Source: an optimization exercise on an open RTL-to-GDS flow (aim: small area). Production flows keep margins and buffers that such runs may drop. Only simulation tests tie the RTL to the original design; equivalence was not proved. Power figures rest on the tool's default switching activity, not on a simulated workload.

==> flow/design.v <==
module multicycle_datapath (
    input  logic        CLK,
    input  logic        reset,
    output logic        mem_req,
    output logic        mem_we,
    output logic [31:0] mem_addr,
    output logic [31:0] mem_wdata,
    input  logic [31:0] mem_rdata,
    input  logic        mem_ready,
    output logic [31:0] pc,
    output logic        retire,
    output logic        illegal
);
    localparam logic [3:0] C_ADD = 4'd0, C_SUB = 4'd1, C_AND = 4'd2, C_OR = 4'd3,
                           C_SLT = 4'd4, C_ADDI = 4'd5, C_LW = 4'd6, C_SW = 4'd7,
                           C_BEQ = 4'd8, C_J = 4'd9, C_ILL = 4'd10;
    localparam logic [2:0] S_START = 3'd0, S_FETCH = 3'd1, S_ALIGN = 3'd2, S_P1 = 3'd3,
                           S_P2 = 3'd4, S_MEM = 3'd5, S_WB = 3'd6, S_RET = 3'd7;
    logic [2:0]        st;
    logic [3:0]        ph;
    logic              clr;
    logic [31:1][31:0] rf;      
    logic [31:0]       pcr;     
    logic [31:0]       xr;      
    logic [31:0]       yr;      
    logic [4:0]        rsel, rtsel;
    logic [3:0]        cls;
    logic              c_alu, c_pc, flag;
    logic [1:0]        prev;
    logic [3:0]        cnt;
    logic [3:0] dcls;
    always_comb begin
        case (mem_rdata[31:26])
            6'h00: case (mem_rdata[5:0])
                6'h20:   dcls = C_ADD;
                6'h22:   dcls = C_SUB;
                6'h24:   dcls = C_AND;
                6'h25:   dcls = C_OR;
                6'h2A:   dcls = C_SLT;
                default: dcls = C_ILL;
            endcase
            6'h08:   dcls = C_ADDI;
            6'h23:   dcls = C_LW;
            6'h2B:   dcls = C_SW;
            6'h04:   dcls = C_BEQ;
            6'h02:   dcls = C_J;
            default: dcls = C_ILL;
        endcase
    end
    logic is_r, is_imm, is_mem;
    assign is_mem = (cls == C_LW) || (cls == C_SW);
    assign is_r   = (cls == C_ADD) || (cls == C_SUB) || (cls == C_AND) || (cls == C_OR) ||
                    (cls == C_SLT);
    assign is_imm = (cls == C_ADDI) || (cls == C_LW) || (cls == C_SW);
    logic [31:0][1:0] heads;
    always_comb begin
        heads[0] = 2'b00;
        for (int r = 1; r < 32; r++) heads[r] = rf[r][1:0];
    end
    logic [1:0] hA, hB, pch, ydig, immd, off2, alu_b_raw, alu_a, alu_b, bb, sum, res, pcinc;
    logic       sub, cin, c1, c2, pcc1, pcc2, pcin;
    assign hA   = heads[rsel];
    assign hB   = heads[rtsel];
    assign pch  = pcr[1:0];
    assign ydig = yr[2*ph +: 2];
    assign immd = ph[3] ? {prev[1], prev[1]} : ydig;
    always_comb begin
        if (ph == 4'd0)         off2 = 2'b00;
        else if (cls == C_J)    off2 = (ph <= 4'd13) ? prev : pch;
        else                    off2 = prev;
    end
    assign alu_a     = (st == S_P2) ? pch : hA;
    assign alu_b_raw = (st == S_P2) ? (flag ? off2 : 2'b00) : (is_imm ? immd : hB);
    assign sub       = (st != S_P2) && ((cls == C_SUB) || (cls == C_SLT));
    assign bb        = sub ? ~alu_b_raw : alu_b_raw;
    assign cin       = (ph == 4'd0) ? sub : c_alu;
    assign {c1, sum[0]} = alu_a[0] + bb[0] + cin;
    assign {c2, sum[1]} = alu_a[1] + bb[1] + c1;
    always_comb begin
        case (cls)
            C_AND:   res = alu_a & alu_b_raw;
            C_OR:    res = alu_a | alu_b_raw;
            default: res = sum;
        endcase
    end
    assign alu_b = alu_b_raw;
    assign pcin = (ph == 4'd0) ? 1'b0 : c_pc;
    assign {pcc1, pcinc[0]} = pch[0] + (ph == 4'd1) + pcin;
    assign {pcc2, pcinc[1]} = pch[1] + pcc1;
    logic       pcwe, xwe, ywe, rfwe;
    logic [1:0] pcwd, xwd, rfwd;
    logic [4:0] wsel;
    assign pcwe = clr || (st == S_P1) || ((st == S_P2) && ((cls == C_BEQ) || (cls == C_J)));
    always_comb begin
        if (clr)                 pcwd = 2'b00;
        else if (st == S_P1)     pcwd = pcinc;
        else if (cls == C_J)     pcwd = off2;
        else                     pcwd = sum;
    end
    assign xwe = (st == S_P1) || (st == S_WB) ||
                 ((st == S_P2) && ((cls == C_BEQ) || (cls == C_J)));
    always_comb begin
        if (st == S_WB)                              xwd = pch;
        else if ((st == S_P1) && is_mem)             xwd = sum;
        else if (st == S_P1)                         xwd = pcinc;
        else if (cls == C_J)                         xwd = off2;
        else                                         xwd = sum;
    end
    assign ywe = (st == S_P1) && (cls == C_SW);
    assign rfwe = ((st == S_P1) && ((cls == C_ADD) || (cls == C_SUB) || (cls == C_AND) ||
                                    (cls == C_OR) || (cls == C_ADDI))) ||
                  ((st == S_P2) && (cls == C_SLT)) ||
                  ((st == S_WB) && (cls == C_LW));
    assign wsel = is_r ? yr[15:11] : rtsel;
    always_comb begin
        if (clr)               rfwd = 2'b00;
        else if (st == S_WB)   rfwd = ydig;
        else if (st == S_P2)   rfwd = {1'b0, (ph == 4'd0) && flag};
        else                   rfwd = res;
    end
    always_ff @(posedge CLK) begin
        for (int r = 1; r < 32; r++) begin
            rf[r][29:0]  <= rf[r][31:2];
            rf[r][31:30] <= (clr || (rfwe && (wsel == 5'(r)))) ? rfwd : rf[r][1:0];
        end
        pcr[29:0]  <= pcr[31:2];
        pcr[31:30] <= pcwe ? pcwd : pcr[1:0];
    end
    logic fetch_done, load_done;
    assign fetch_done = (st == S_FETCH) && mem_ready;
    assign load_done  = (st == S_MEM) && mem_ready && (cls == C_LW);
    always_ff @(posedge CLK or negedge reset) begin
        if (!reset) begin
            xr <= '0;
        end else begin
            for (int k = 0; k < 16; k++)
                if (xwe && (ph == 4'(k))) xr[2*k +: 2] <= xwd;
        end
    end
    always_ff @(posedge CLK) begin
        if (fetch_done || load_done) yr <= mem_rdata;
        else
            for (int k = 0; k < 16; k++)
                if (ywe && (ph == 4'(k))) yr[2*k +: 2] <= hB;
        if (fetch_done) begin
            rsel  <= mem_rdata[25:21];
            rtsel <= mem_rdata[20:16];
            cls   <= dcls;
        end
        c_alu <= c2;
        c_pc  <= pcc2;
        prev  <= (cls == C_J) ? ydig : immd;
        if (st == S_P1) begin
            if (cls == C_BEQ)
                flag <= ((ph == 4'd0) || flag) && (hA == hB);
            else if (ph == 4'd15)
                flag <= (alu_a[1] ^ alu_b[1]) ? alu_a[1] : sum[1];
        end
        if (st == S_WB) cnt <= cnt + 4'd1;
        else            cnt <= 4'd0;
    end
    always_ff @(posedge CLK or negedge reset) begin
        if (!reset) begin
            st    <= S_START;
            ph    <= 4'd0;
            clr   <= 1'b1;
        end else begin
            ph    <= ph + 4'd1;
            if (ph == 4'd15) clr <= 1'b0;
            case (st)
                S_START: st <= S_FETCH;
                S_FETCH: if (mem_ready) st <= (ph == 4'd15) ? S_P1 : S_ALIGN;
                S_ALIGN: if (ph == 4'd15) st <= S_P1;
                S_P1: if (ph == 4'd15) begin
                    case (cls)
                        C_SLT, C_BEQ, C_J: st <= S_P2;
                        C_LW, C_SW:        st <= S_MEM;
                        default:           st <= S_RET;
                    endcase
                end
                S_P2: if (ph == 4'd15) st <= (cls == C_SLT) ? S_RET : S_FETCH;
                S_MEM: if (mem_ready) st <= S_WB;
                S_WB: if (cnt == 4'd15) st <= S_RET;
                default: st <= S_FETCH;    
            endcase
        end
    end
    assign mem_req   = (st == S_FETCH) || (st == S_MEM);
    assign mem_we    = (st == S_MEM) && (cls == C_SW);
    assign mem_addr  = xr;
    assign mem_wdata = yr;
    assign pc        = xr;
    assign retire    = ((st == S_RET) && (cls != C_ILL)) ||
                       ((st == S_P2) && (ph == 4'd0) && (cls != C_SLT));
    assign illegal   = (st == S_RET) && (cls == C_ILL);
endmodule
==> flow/flow/run.sh <==
#!/bin/bash
# The standard layout (standard.sh) with three changes:
#  - synthesis maps logic with ABC's &nf area mapper (flow/abc_nf.script) in
#    place of ORFS's abc_area.script; everything else in synth_recipe.tcl is
#    unchanged (same registers, flatten and renaming);
#  - ports get buf_1 buffers;
#  - CTS inserts no dummy loads and uses clusters of up to 16 sinks.
# Tool logs: orfs/logs/... (one per step) and flow_standard.log here.
set -euo pipefail
W=$PWD
{
  echo 'proc abc {args} {'
  echo '  set i [lsearch $args -script]'
  echo "  if {\$i >= 0} { set args [lreplace \$args [expr {\$i+1}] [expr {\$i+1}] $W/flow/abc_nf.script] }"
  echo '  yosys abc {*}$args'
  echo '}'
  cat "$W/synth_recipe.tcl"
} > "$W/my_synth.tcl"
sed "s#SYNTH_SCRIPT=[^ ]*#SYNTH_SCRIPT=$W/my_synth.tcl #" standard.sh > my_standard.sh
export BUFFER_PORTS_ARGS="-buffer_cell sky130_fd_sc_hd__buf_1"
export CTS_ARGS="-sink_clustering_enable -repair_clock_nets -dont_use_dummy_load -sink_clustering_size 16 -sink_clustering_max_diameter 50 -buf_list sky130_fd_sc_hd__clkbuf_8"
bash my_standard.sh > flow_standard.log 2>&1
==> flow/flow/abc_nf.script <==
strash
&get -n
&st
&dch -f
&nf -a -R 1000
&put
topo
==> flow/standard.sh <==
#!/bin/bash
# synth_recipe.tcl (not shown) runs the flow's synth.tcl, then flattens the netlist and writes it again
# the make line also repeats each setting of config.mk as NAME=value (left out here)
make -C /OpenROAD-flow-scripts/flow DESIGN_CONFIG=/design/flow/config.mk WORK_HOME=/design/flow/orfs CLKGATE_MAP_FILE= SYNTH_SCRIPT=/design/flow/synth_recipe.tcl "${@:-finish}"
==> flow/config.mk <==
export PLATFORM = sky130hd
export DESIGN_NAME = multicycle_datapath
export DESIGN_NICKNAME = multicycle_datapath
export VERILOG_FILES = /design/flow/design.v
export SDC_FILE = /design/flow/constraint.sdc
export NUM_CORES = 4
export LEC_CHECK = 0
export ABC_AREA = 1
export CAP_MARGIN = 0
export CORE_MARGIN = 2
export CORE_UTILIZATION = 70
export SLEW_MARGIN = 0
==> flow/constraint.sdc <==
create_clock -name core_clock -period 10.0 [get_ports {CLK}]
set_input_delay 2.0000 -clock core_clock [delete_from_list [all_inputs] [get_ports {CLK}]]
set_output_delay 2.0000 -clock core_clock [all_outputs]
set_load 0.01 [all_outputs]
==> results of run 1 <==
==> stage by stage <==
stage	area [um^2]	instances	hold WS (ns)
floorplan	27400	1767	0.310
detailed placement	28300	2392	0.312
CTS	29500	2475	0.282
global route	29500	2475	0.302
global placement	28300	2392	0.309
finish	29500	2475	0.291
==> path summary, 6_finish.rpt <==
path,to,depth (start not counted)
worst max-delay path,rf[351],13
worst min-delay path,rf[850],0
worst max register to register,rf[351],13
worst min register to register,rf[850],0
max in group asynchronous,ph[0],1
min in group asynchronous,st[2],1
==> flip-flops by register name, summed over array words and instances, names as in the netlist <==
signal,flops
flag,1
yr,32
c_pc,1
st,3
xr,32
cls,4
pcr,32
prev,2
ph,4
cnt,4
c_alu,1
rsel,5
rf,992
rtsel,5
clr,1
==> where the power goes <==
part | switching (uW) | internal, uW | total, uW
Clock | 1250 | 746 | 2000
Combinational | 407 | 199 | 606
Sequential | 135 | 4660 | 4800
Total | 1790 | 5610 | 7400
==> layout make-up <==
| type | count | area (um^2) | area share, % |
|---|---|---|---|
| repair buffers | 139 | 542 | 1.84 |
| clock buffers | 83 | 1140 | 3.87 |
| well taps | 518 | 648 | 2.20 |
| flip-flops and latches | 1119 | 23100 | 78.3 |
| inverters | 14 | 52.6 | 0.178 |
| multi-input cells | 602 | 4020 | 13.6 |
==> cells by family (layout without fill, tap and decap cells) <==
| family | count (synthesis) | in the layout | share of synthesized area, % |
|---|---|---|---|
| AOI/OAI and AO/OA | 188 | 188 | 4.07 |
| buffers and inverters | 46 | 236 | 1.07 |
| xor gates and xnor gates | 8 | 8 | 0.256 |
| adders and majority gates | 11 | 11 | 0.585 |
| and+or+nand+nor | 320 | 320 | 4.95 |
| DFF | 1119 | 1119 | 84.2 |
| muxes | 75 | 75 | 4.83 |
==> routing by layer <==
layer | part of all wire [%] | vias to the layer above
met3 | 4.4 | 110
met5 | 0.026 | -
met1 | 43 | 6386
met2 | 49 | 410
li1 | - | 6167
met4 | 3.2 | 2
==> cell usage in the layout, fill, tap and decap left out, types with 4 or more instances in the layout <==
| cell type | count |
|---|---|
| clkbuf_8 | 83 |
| xnor2_1 | 5 |
| nand2b_1 | 10 |
| ha_1 | 8 |
| buf_4 | 5 |
| buf_1 | 133 |
| o22ai_1 | 4 |
| mux2i_1 | 14 |
| a21oi_1 | 22 |
| edfxtp_1 | 47 |
| and2_0 | 7 |
| mux4_2 | 44 |
| and3_1 | 5 |
| mux2_1 | 17 |
| nand3_1 | 15 |
| dfxtp_1 | 1032 |
| nor3_1 | 9 |
| nand4_1 | 6 |
| dfrtp_1 | 39 |
| nor2b_1 | 12 |
| nor2_1 | 114 |
| a21o_1 | 34 |
| nand2_1 | 134 |
| o21ai_0 | 100 |
| clkinv_1 | 14 |
| o211ai_1 | 6 |
==> impl_metrics.json, run 1 <==
{
  "status": "complete, no violations",
  "busiest_layer": "met2",
  "postCtsResizedCells": 0,
  "yosys_warnings": 1,
  "fp.dieArea_um2": 40700,
  "setup-violations-final": 0,
  "drtAntennaViolNets": 0,
  "coreArea_um2": 38600,
  "cp.required_ns": 10.45,
  "r2r_start": "rtsel[0]",
  "firstDrtPassIters": 5,
  "drt-vias-per-instance": 5.28,
  "yosysMostFrequentCell": "dfxtp_1",
  "slew_viol_final": 0,
  "drt_iter0_markers": 945,
  "gp_congestion": 0.890,
  "num_vias": 13100,
  "min-delay-start": "rf[852]",
  "layout.nets": 2005,
  "ys_ff_latch": 1119,
  "grt_pass1_wl_mm": 76.1,
  "place_ws_ns": 4.48,
  "path_clk_slew_ns": 0.09,
  "die_x_um": 202,
  "cp.arrival_ns": 6.03,
  "routedWlPerCell_um": 20.1,
  "post_cts_buffers": 0,
  "hold_buffers": 0,
  "critPathMaxFanout": 31,
  "die_h_um": 202,
  "area_delta_synth_final_pct": 7.64,
  "finalPower_uw": 7400,
  "clk_latency_ns": 0.67,
  "cap_viol_max_count": 0,
  "synth_common_cells": "dfxtp_1 (1032), nand2_1 (134), nor2_1 (114)",
  "fmax_mhz": 180,
  "cts_root_buffer": "clkbuf_8",
  "seq_area_frac_synth_pct": 84.2,
  "r2r_slack_ns": 4.43,
  "drive_above_1_share_pct": 6.85,
  "synth_ff_type": "dfxtp_1",
  "yosysTopAreaCellShare_pct": 75.4,
  "cp-start-kind": "flip-flop",
  "clock_sinks": 1119,
  "synth_nets": 1813,
  "synthCells": 1767,
  "start_util_pct": 70.9,
  "worst-path-buf-inv": 1,
  "layout_setup_ws_ns": 4.43,
  "postLayoutCoreUtil_pct": 76.3,
  "hold_viol": 0,
  "rsz0062_at_grt": "false",
  "crit_type": "reg2reg",
  "rows": 72,
  "wl_mm": 49.8,
  "num_antenna_cells": 0,
  "use_met3_pct": 3.79,
  "skew_ns": 0.0831,
  "ys_async_sr_fraction_pct": 3.57,
  "numPortBuffers": 134,
  "critical_path.cell_chain": "mux4_2, mux4_2, mux2i_1, nand2_1, a22oi_1, xnor2_1, fa_1, clkinv_1, fa_1, a21oi_1, o22ai_1, nand2b_1, o21ai_0",
  "finalCriticalPeriod_ns": 5.57,
  "synth_edf_count": 47,
  "num_io_pins": 135,
  "grt-ovfl-total": 0,
  "synth_area_um2": 27400,
  "hold_class": "reg2reg",
  "grt_max_degree": 41,
  "crit_start": "rtsel[0]",
  "n_fill_cell": 2097,
  "cp-end-kind": "flip-flop",
  "dp_hpwl_mm": 31.9,
  "synth_area_leaders": "dfxtp_1 (75%), edfxtp_1 (5.2%), mux4_2 (3.6%)",
  "crit_family": "multiplexers",
  "p_leak_uw": 0.0117,
  "grtUsageMet1_pct": 33.5,
  "slowest_stage": "edfxtp_1",
  "numCtsBuffers": 83,
  "globalRouteMet2Util_pct": 41.8,
  "slowest_delay_ns": 1.06,
  "antenna_found_initial": 3,
  "p_per_area_nw_per_um2": 251,
  "period_share_pct": 55.7,
  "slew_headroom_pct": 13.9,
  "setup-tns-final_ns": 0,
  "grt_pass1_vias": 13500,
  "worst_slew_pin_slew_ns": 1.29,
  "drc": 0,
  "clock_path_buffers": 3,
  "yosysUniqueCellTypes": 45,
  "cts_tree": "yes",
  "syn_avg_cell_area_um2": 15.5,
  "synth_top_area_cell": "dfxtp_1",
  "cts_max_level": 3,
  "grt.total_usage_pct": 25.0,
  "ir_drop_uv": 209
}
==> inputs of run 2 (changes only) <==
--- a/flow/design.v
+++ b/flow/design.v
@@ -27,7 +27,6 @@
     logic [3:0]        cls;
     logic              c_alu, c_pc, flag;
     logic [1:0]        prev;
-    logic [3:0]        cnt;
     logic [3:0] dcls;
     always_comb begin
         case (mem_rdata[31:26])
@@ -146,6 +145,8 @@
             rsel  <= mem_rdata[25:21];
             rtsel <= mem_rdata[20:16];
             cls   <= dcls;
+        end else if ((st == S_MEM) && mem_ready) begin
+            rsel  <= {1'b0, ph};    
         end
         c_alu <= c2;
         c_pc  <= pcc2;
@@ -156,8 +157,6 @@
             else if (ph == 4'd15)
                 flag <= (alu_a[1] ^ alu_b[1]) ? alu_a[1] : sum[1];
         end
-        if (st == S_WB) cnt <= cnt + 4'd1;
-        else            cnt <= 4'd0;
     end
     always_ff @(posedge CLK or negedge reset) begin
         if (!reset) begin
@@ -180,7 +179,7 @@
                 end
                 S_P2: if (ph == 4'd15) st <= (cls == C_SLT) ? S_RET : S_FETCH;
                 S_MEM: if (mem_ready) st <= S_WB;
-                S_WB: if (cnt == 4'd15) st <= S_RET;
+                S_WB: if (ph == rsel[3:0]) st <= S_RET;
                 default: st <= S_FETCH;    
             endcase
         end
==> run 2 against run 1 <==
Hold slack better by 0.0013 ns. Count of clock-buffer cells in the layout down 1. First-iteration DRC count rose by 3.6%. Critical path depth shrank 1. Sequential share of layout area shrank 0.11 points. Cell count barely moved. Routed wire length fell by 8.0%. Critical endpoint is now xr[30]. Non-clock buffer count grew 3. Final area is 0.20% lower. Critical path type unchanged.
==> impl_metrics.json, run 2 <==
{
  "post_cts_buffers": 0,
  "final_cells": 2476,
  "drtAntennaViolNets": 0,
  "ys_async_sr_fraction_pct": 3.59,
  "period_share_pct": 49.3,
  "p_per_area_nw_per_um2": 246,
  "firstDrtPassIters": 8,
  "path_clk_slew_ns": 0.10,
  "finalPower_uw": 7240,
  "slowest_delay_ns": 0.91,
  "layout.nets": 2005,
  "rsz0062_at_grt": "false",
  "antenna_found_initial": 0,
  "synthMuxAreaShare_pct": 5.07,
  "cts_root_buffer": "clkbuf_8",
  "synth_top_area_cell": "dfxtp_1",
  "crit_type": "reg2reg",
  "synth_area_leaders": "dfxtp_1 (75%), edfxtp_1 (5.2%), mux4_2 (3.6%)",
  "status": "complete, no violations",
  "grt.total_usage_pct": 23.0,
  "start_util_pct": 70.8,
  "hold_buffers": 0,
  "reg2regPathDepth": 12,
  "cp.required_ns": 10.45,
  "synthAdderAreaFrac_pct": 0.540,
  "top_register": "rf",
  "finalCriticalPeriod_ns": 4.93,
  "postLayoutCoreUtil_pct": 76.3,
  "rows": 72,
  "r2r_start": "rtsel[1]",
  "worst_slew_pin_slew_ns": 1.35,
  "synth_compound_area_share_pct": 4.02,
  "synth_area_um2": 27300,
  "fp.dieArea_um2": 40600,
  "ir_drop_uv": 192,
  "clock_path_buffers": 3,
  "yosysMostFrequentCell": "dfxtp_1",
  "num_io_pins": 135,
  "regArea_um2": 23000,
  "cts_max_level": 3,
  "crit_start": "rtsel[1]",
  "num_antenna_cells": 0,
  "whs_endpoint": "pcr[29]",
  "setup-tns-final_ns": 0,
  "critPathMaxFanout": 19,
  "cap_viol_max_count": 0,
  "largest_reg_flops": 992,
  "grt-ovfl-total": 0,
  "r2r_slack_ns": 5.07,
  "setup-violations-final": 0,
  "drt-vias-per-instance": 5.16,
  "grt_max_degree": 41,
  "cts_tree": "yes",
  "yosysUniqueCellTypes": 44,
  "fmax_mhz": 203,
  "synthCells": 1766,
  "min_path_cells": 0,
  "hold_class": "reg2reg",
  "ys_ff_latch": 1115,
  "clock_sinks": 1115,
  "numCtsBuffers": 82,
  "drive_above_1_share_pct": 7.05,
  "placedCellCount": 2393,
  "postCtsResizedCells": 0,
  "die_h_um": 202,
  "routedWlPerCell_um": 18.5,
  "synth_common_cells": "dfxtp_1 (1028), nand2_1 (136), nor2_1 (112)",
  "p_leak_uw": 0.0116,
  "seq_area_frac_synth_pct": 84.2,
  "gp_congestion": 0.907,
  "multi_input_area_um2": 4020,
  "skew_ns": 0.102,
  "num_vias": 12800,
  "yosysTopAreaCellShare_pct": 75.3,
  "slew_viol_final": 0,
  "drc": 0,
  "cp-start-kind": "flip-flop",
  "dp_hpwl_mm": 31.6,
  "grt_pass1_wl_mm": 70.1,
  "area_delta_synth_final_pct": 7.70,
  "rr_endpoint": "xr[30]",
  "cp.arrival_ns": 5.38,
  "synth_ff_type": "dfxtp_1",
  "wl_mm": 45.8,
  "die_x_um": 202,
  "yosys_warnings": 1,
  "grt_pass1_vias": 12800,
  "hold_viol": 0,
  "final_common_cell": "dfxtp_1",
  "min-delay-start": "pcr[31]",
  "layout_common_cells": "dfxtp_1 (1028), nand2_1 (136), buf_1 (133)",
  "clk_latency_ns": 0.67,
  "yosys.area_share.simple_pct": 4.75,
  "slowest_stage": "a22oi_1",
  "synth_top_family_by_area": "multiplexers",
  "n_fill_cell": 2227,
  "numPortBuffers": 134,
  "slew_headroom_pct": 9.61,
  "critical_path.cell_chain": "mux4_2, mux4_2, mux2i_1, mux2i_1, a22o_1, xor2_1, fa_1, o211ai_1, o21ai_0, nand2_1, a22oi_1, o21ai_0",
  "synth_nets": 1811,
  "coreArea_um2": 38600,
  "synthXorXnorAreaFrac_pct": 0.321,
  "drt_iter0_markers": 979,
  "fin_hold_ws_ns": 0.292,
  "cp-end-kind": "flip-flop",
  "synth_edf_count": 47,
  "syn_avg_cell_area_um2": 15.5
}
run 2: changes by cell type after synthesis, moves of 4 or more:
cell / previous run / this run
nor2b_1: 12 / 7
nand2b_1: 10 / 6
a21oi_1: 22 / 31
dfxtp_1: 1032 / 1028
clkinv_1: 14 / 18
mux2i_1: 14 / 18
xor2_1: 3 / 7
run 2: cells by family after synthesis:
logic type | Yosys count
buf+inv | 50
simple gates | 311
xor+xnor | 10
mux | 81
compound gates | 189
fa+ha+maj | 10
flops | 1115
run 2: how the worst max path moves through the flow:
stage | endpoint | cells after the start
after detailed placement | xr[30] | 12
after floorplan | yr[0] | 6
after global placement | xr[2] | 12
after global routing | xr[4] | 12
final | xr[30] | 12
after CTS | xr[30] | 12
run 2: area by class of cell:
cell class	instances	share of cell area [%]
Inverter	18	0.230
Tap cell	518	2.20
Clock buffer	82	3.84
Sequential cell	1115	78.2
Timing Repair Buffer	142	1.91
Multi-Input combinational cell	601	13.7
run 2: metrics by stage:
stage	setup slack (ns)	cell area, um^2
final	5.07	29400
after global routing	4.57	29400
after CTS	5.10	29400
after detailed placement	5.18	28300
after global placement	5.27	28300
after floorplan	5.11	27300
run 2: power by group:
| group | leakage [uW] | internal (uW) | total [uW] | switching, uW |
|---|---|---|---|---|
| registers | 0.00923 | 4630 | 4750 | 113 |
| clock network | 0.000590 | 737 | 1940 | 1210 |
| logic | 0.00182 | 184 | 551 | 368 |
| total | 0.0116 | 5550 | 7240 | 1690 |
run 2: worst max-delay path: cells and delay by family, from the launching register on:
kind	cells	cell delay [ns]
simple gates	1	0.07
mux	4	1.43
fa+ha+maj	1	0.56
compound gates	5	1.61
flops	1	0.87
xor+xnor	1	0.15
run 2: metal layers:
| layer | part of all wire [%] | routed length, um | global-route usage (%) | vias up |
|---|---|---|---|---|
| met5 | 0 | 0 | 0 | - |
| li1 | - | - | - | 6147 |
| met2 | 47 | 21400 | 36.7 | 406 |
| met3 | 4.9 | 2240 | 3.87 | 124 |
| met1 | 44 | 20300 | 31.2 | 6108 |
| met4 | 4.1 | 1870 | 11.0 | 0 |

what the ideal ports hide:
How much do the figures lean on ideal ports? The routed layouts below were timed once more, with nothing changed but the port constraints.
Step 1: set_driving_cell puts a clkbuf_16 on CLK and a buf_2 on each other input, an assumption about the parent block.
Step 2, shift: input delay + t, output delay - t, t = (earliest + latest rising clock arrival at the registers) / 2. This alone moves slack from input paths to output paths.
a / b / c = no drivers / after step 1 / after step 2; a / b = the first two.
run | t (ns) | setup slack, ns | worst setup path at the end | latest minus earliest clock arrival (ns) | worst register clock-pin slew, ns
run 1 | 0.683 | 4.429 / 4.429 / 4.429 | register to register | 0.083 / 0.083 | 0.12 / 0.12
run 2 | 0.670 | 5.067 / 5.067 / 5.067 | register to register | 0.102 / 0.102 | 0.10 / 0.10
After both steps every run listed still meets setup and hold.
